From an optimization exercise on the open Yosys and OpenROAD flow, aimed at small area, a short achievable clock period and few clock cycles per item; shortcuts taken in it are not production practice.
In this exercise RTL edits were held to simulation tests only and were not proved equivalent to the original.
Power and IR drop assume default switching activity.

v53:
==> flow/design.v (excerpt) <==
module matrix_mem_sequencer #(
  parameter int ADDR_W = 8,
  parameter int DATA_W = 256,
  parameter int RD_LAT = 2
) (
  input  logic              clk,
  input  logic              rst,
  input  logic              start,
  input  logic [ADDR_W-1:0] addr_a,
  input  logic [ADDR_W-1:0] addr_b,
  input  logic [ADDR_W-1:0] addr_c,
  output logic              busy,
  output logic              done,
  output logic [ADDR_W-1:0] ram_addr,
  output logic              ram_wren,
  output logic [DATA_W-1:0] ram_wdata,
  input  logic [DATA_W-1:0] ram_rdata,
  output logic [DATA_W-1:0] mat_a,
  output logic [DATA_W-1:0] mat_b,
  input  logic [DATA_W-1:0] mat_c
);
Size in the first run: about 1900 cells after synthesis, ~670 flip-flops, roughly 1300 I/O pins, roughly 0.031 mm^2 of cells after synthesis.
==> flow/config.mk <==
export PLATFORM = sky130hd
export DESIGN_NAME = matrix_mem_sequencer
export DESIGN_NICKNAME = matrix_mem_sequencer
export VERILOG_FILES = /design/flow/design.v
export SDC_FILE = /design/flow/constraint.sdc
export NUM_CORES = 4
export LEC_CHECK = 0
export CAP_MARGIN = 20
export CORE_AREA = 3 3 317 317
export DIE_AREA = 0 0 320 320
export SETUP_SLACK_MARGIN = 1.6
export SLEW_MARGIN = 20
==> flow/constraint.sdc <==
create_clock -name core_clock -period 3.5 [get_ports {clk}]
set_input_delay 0.7000 -clock core_clock [delete_from_list [all_inputs] [get_ports {clk}]]
set_output_delay 0.7000 -clock core_clock [all_outputs]
set_load 0.01 [all_outputs]
standard.sh (not shown) runs the stock make flow with config.mk's settings and CLKGATE_MAP_FILE= SYNTH_SCRIPT=/design/flow/synth_recipe.tcl, a recipe that flattens the netlist after the stock synthesis.
==> flow/flow/run.sh <==
#!/bin/bash
# Standard ORFS layout with small port buffers: buf_1 on inputs, buf_2 on
# outputs. make's full output goes to standard_flow.log; each ORFS step also
# keeps its own log under orfs/logs.
set -euo pipefail
W=$(pwd)
export PRE_GLOBAL_PLACE_TCL=$W/flow/bufports.tcl
export BUFFER_PORTS_ARGS="-outputs -buffer_cell sky130_fd_sc_hd__buf_2"
if [[ -f $W/flow/pins.args ]]; then export PLACE_PINS_ARGS="$(cat $W/flow/pins.args)"; fi
bash standard.sh > $W/standard_flow.log 2>&1
==> flow/flow/bufports.tcl <==
# Input ports get a small buffer here; the standard flow's buffer_ports call (BUFFER_PORTS_ARGS)
# buffers the outputs. dont_touch keeps remove_buffers from taking the input
# buffers out again before placement.
buffer_ports -inputs -buffer_cell sky130_fd_sc_hd__buf_1
foreach inst [get_cells input*] { set_dont_touch $inst }
==> flow/flow/pins.args <==
-min_distance 1 -min_distance_in_tracks
Testbench counts of v53, summed over its fixed seeds: cycles 8,227, items 3,200.
### v53 -> v8
Settings: changing SETUP_SLACK_MARGIN from 1.6 to 1.3.
==> flow/flow/run.sh <==
#!/bin/bash
# Standard ORFS layout with small port buffers (buf_1 on inputs, buf_2 on
# outputs) and the five datapath pins of each bit placed side by side.
# make's full output goes to standard_flow.log; each ORFS step also keeps its
# own log under orfs/logs.
set -euo pipefail
W=$(pwd)
export PRE_GLOBAL_PLACE_TCL=$W/flow/bufports.tcl
export BUFFER_PORTS_ARGS="-outputs -buffer_cell sky130_fd_sc_hd__buf_2"
args="-min_distance 1 -min_distance_in_tracks"
for i in $(seq 0 255); do
  args="$args -group_pins {mat_c[$i] ram_rdata[$i] mat_a[$i] ram_wdata[$i] mat_b[$i]}"
done
export PLACE_PINS_ARGS="$args"
bash standard.sh > $W/standard_flow.log 2>&1
removed: flow/flow/pins.args
[summary]
- Looking at worst hold slack across v53 and v8, the one that comes out higher is v8.
- Die area: v8 vs v53 identical
- Total negative slack for setup checks: v8 vs v53 — no meaningful difference
- Going from v53 to v8, core occupancy in the finished layout went down by 1.8 points, final area went down by about 4.3%.
Setup changes, v8 to v29
Settings: CTS_CLUSTER_SIZE newly set to 24; SETUP_SLACK_MARGIN changed from 1.3 to 1.5; CTS_CLUSTER_DIAMETER newly set to 60.
[summary]
Diff v8 -> v29: non-clock buffer count grew by 10, total number of cells along the worst setup path shrank by 3, setup slack grew by 0.094 ns, share of power burned in the clock network shrank by 0.5 points, total I/O pin count held steady. v29 vs v8: core utilization up. Looking at maximum fanout encountered on the critical timing path, v29 sits 103 higher than v8 does.
The inputs of v24 differ from those of v29 as listed below.
Settings: a deleted CTS_CLUSTER_DIAMETER that had been 60; a deleted CTS_CLUSTER_SIZE that had been 24.
==> flow/flow/run.sh <==
#!/bin/bash
# Standard ORFS layout with small port buffers (buf_1 on inputs and on
# outputs) and the five datapath pins of each bit placed side by side.
# make's full output goes to standard_flow.log; each ORFS step also keeps its
# own log under orfs/logs.
set -euo pipefail
W=$(pwd)
export PRE_GLOBAL_PLACE_TCL=$W/flow/bufports.tcl
export POST_GLOBAL_PLACE_TCL=$W/flow/unbuf.tcl
export BUFFER_PORTS_ARGS="-outputs -buffer_cell sky130_fd_sc_hd__buf_1"
args="-min_distance 1 -min_distance_in_tracks"
for i in $(seq 0 255); do
  args="$args -group_pins {mat_c[$i] ram_rdata[$i] mat_a[$i] ram_wdata[$i] mat_b[$i]}"
done
export PLACE_PINS_ARGS="$args"
export CTS_ARGS="-sink_clustering_enable -repair_clock_nets -sink_clustering_size 30 -sink_clustering_max_diameter 120 -balance_levels"
bash standard.sh > $W/standard_flow.log 2>&1
==> flow/flow/unbuf.tcl (new file) <==
# The input buffers were dont_touch only to survive remove_buffers; clear it
# so later steps treat them like any cell, and tie their supply pins with the
# platform's global connections.
foreach inst [get_cells input*] { unset_dont_touch $inst }
global_connect
### Flow results
- From v29 to v24 the numbers moved as follows: number of gates given a new drive strength after cts went up by 4, mean number of vias per cell higher.
- Detailed route wirelength on metal3 | v24 below v29
- Hold slack sits lower in v24 than in v29.
- Between v29 and v24, the cell count went down.
- Summary: maximum resistive drop on vdd, v24 better than v29
- Delta(share of layout cells above drive strength 1, v24 - v29) < 0
- v24 vs v29 on post-placement worst setup slack: v24 is the higher one.
- | logic gate share of total power | higher: v24 |
Here is what was changed in the inputs of v47 compared with v24.
Settings: SETUP_SLACK_MARGIN now 1.0, was 1.5.
==> flow/flow/run.sh <==
#!/bin/bash
# Standard ORFS layout with small port buffers: buf_1 on inputs, buf_2 on
# outputs. make's full output goes to standard_flow.log; each ORFS step also
# keeps its own log under orfs/logs.
set -euo pipefail
W=$(pwd)
export PRE_GLOBAL_PLACE_TCL=$W/flow/bufports.tcl
export BUFFER_PORTS_ARGS="-outputs -buffer_cell sky130_fd_sc_hd__buf_2"
if [[ -f $W/flow/pins.args ]]; then export PLACE_PINS_ARGS="$(cat $W/flow/pins.args)"; fi
bash standard.sh > $W/standard_flow.log 2>&1
==> flow/flow/pins.args (new file) <==
-min_distance 1 -min_distance_in_tracks
removed: flow/flow/unbuf.tcl
[summary]
- Diff v47 and v24: sequential share of layout area lower in v47
- Final wirelength went up by more than a quarter going from v24 to v47.
- Area overhead of the layout relative to synthesis for v47 is higher than for v24.
The inputs of v39 differ from those of v47 as listed below.
Settings: SETUP_SLACK_MARGIN changed from 1.0 to 1.5.
==> flow/flow/run.sh <==
#!/bin/bash
# Standard ORFS layout with small port buffers (buf_1 on inputs and on
# outputs) and the five datapath pins of each bit placed side by side.
# make's full output goes to standard_flow.log; each ORFS step also keeps its
# own log under orfs/logs.
set -euo pipefail
W=$(pwd)
export PRE_GLOBAL_PLACE_TCL=$W/flow/bufports.tcl
export POST_GLOBAL_PLACE_TCL=$W/flow/unbuf.tcl
export BUFFER_PORTS_ARGS="-outputs -buffer_cell sky130_fd_sc_hd__buf_1"
args="-min_distance 1 -min_distance_in_tracks"
for i in $(seq 0 255); do
  args="$args -group_pins {mat_c[$i] ram_rdata[$i] mat_a[$i] ram_wdata[$i] mat_b[$i]}"
done
export PLACE_PINS_ARGS="$args"
bash standard.sh > $W/standard_flow.log 2>&1
==> flow/flow/unbuf.tcl (new file) <==
# The input buffers were dont_touch only to survive remove_buffers; clear it
# so later steps treat them like any cell, and tie their supply pins with the
# platform's global connections.
foreach inst [get_cells input*] { unset_dont_touch $inst }
global_connect
removed: flow/flow/pins.args
### Flow results
Looking at v39 and v47, the non-clock buffer count is a wash.
In the reports for v39 and v47, the smaller source-to-sink clock delay at the later pin of the worst-skew pair belongs to v39.
The cell depth of the worst setup path number comes out higher for v47 vs v39.
Global routing met3 resource utilization (higher): v47
As far as cell total after placement is concerned, v39 and v47 perform about the same.
Wire length of the first global-routing pass on v39 is ahead of v47.
v39 against v47: global-route usage dropped 6.7 points; clock period minus final worst setup slack dropped 0.42 ns.
v39 has total combinational power below what v47 had.
Largest fanout on the critical path: v39 < v47
Looking at number of buffers added by the clock tree synthesis step, v39 sits above v47.

==> separate check: timing with driven ports <==
No port has a modelled driver above. Below, the same layouts with a new extraction and two added sets of constraints. Step 1: set_driving_cell puts a clkbuf_16 on clk and a buf_2 on each other input, an assumption about the parent block. Step 2 also shifts input and output timing later by t, the mid clock arrival at the registers, as if the neighbouring blocks saw the same clock. Three values: ideal, step 1, step 2; two values: the first two.
run	shift t [ns]	setup WS [ns]	hold WS [ns]	clock arrival spread, ns	worst slew at a driven data input, ns
v53	0.686	1.369 / 1.312 / 1.109	0.196 / 0.356 / 0.431	0.034 / 0.034	0.56
v8	0.679	1.397 / 1.397 / 1.001	0.207 / 0.368 / 0.429	0.026 / 0.026	0.62
v29	0.667	1.491 / 1.461 / 0.972	0.229 / 0.372 / 0.436	0.038 / 0.039	0.58
v24	0.688	1.508 / 1.444 / 1.090	0.174 / 0.344 / 0.445	0.033 / 0.033	0.57
v47	0.693	1.112 / 1.112 / 0.841	0.200 / 0.341 / 0.431	0.035 / 0.035	0.55
v39	0.667	1.528 / 1.470 / 1.057	0.206 / 0.374 / 0.433	0.023 / 0.023	0.59
After both steps every run listed still meets setup and hold. For v29, which loses most, drivers alone change the setup slack by -0.030 ns; drivers and shift together by -0.519 ns.
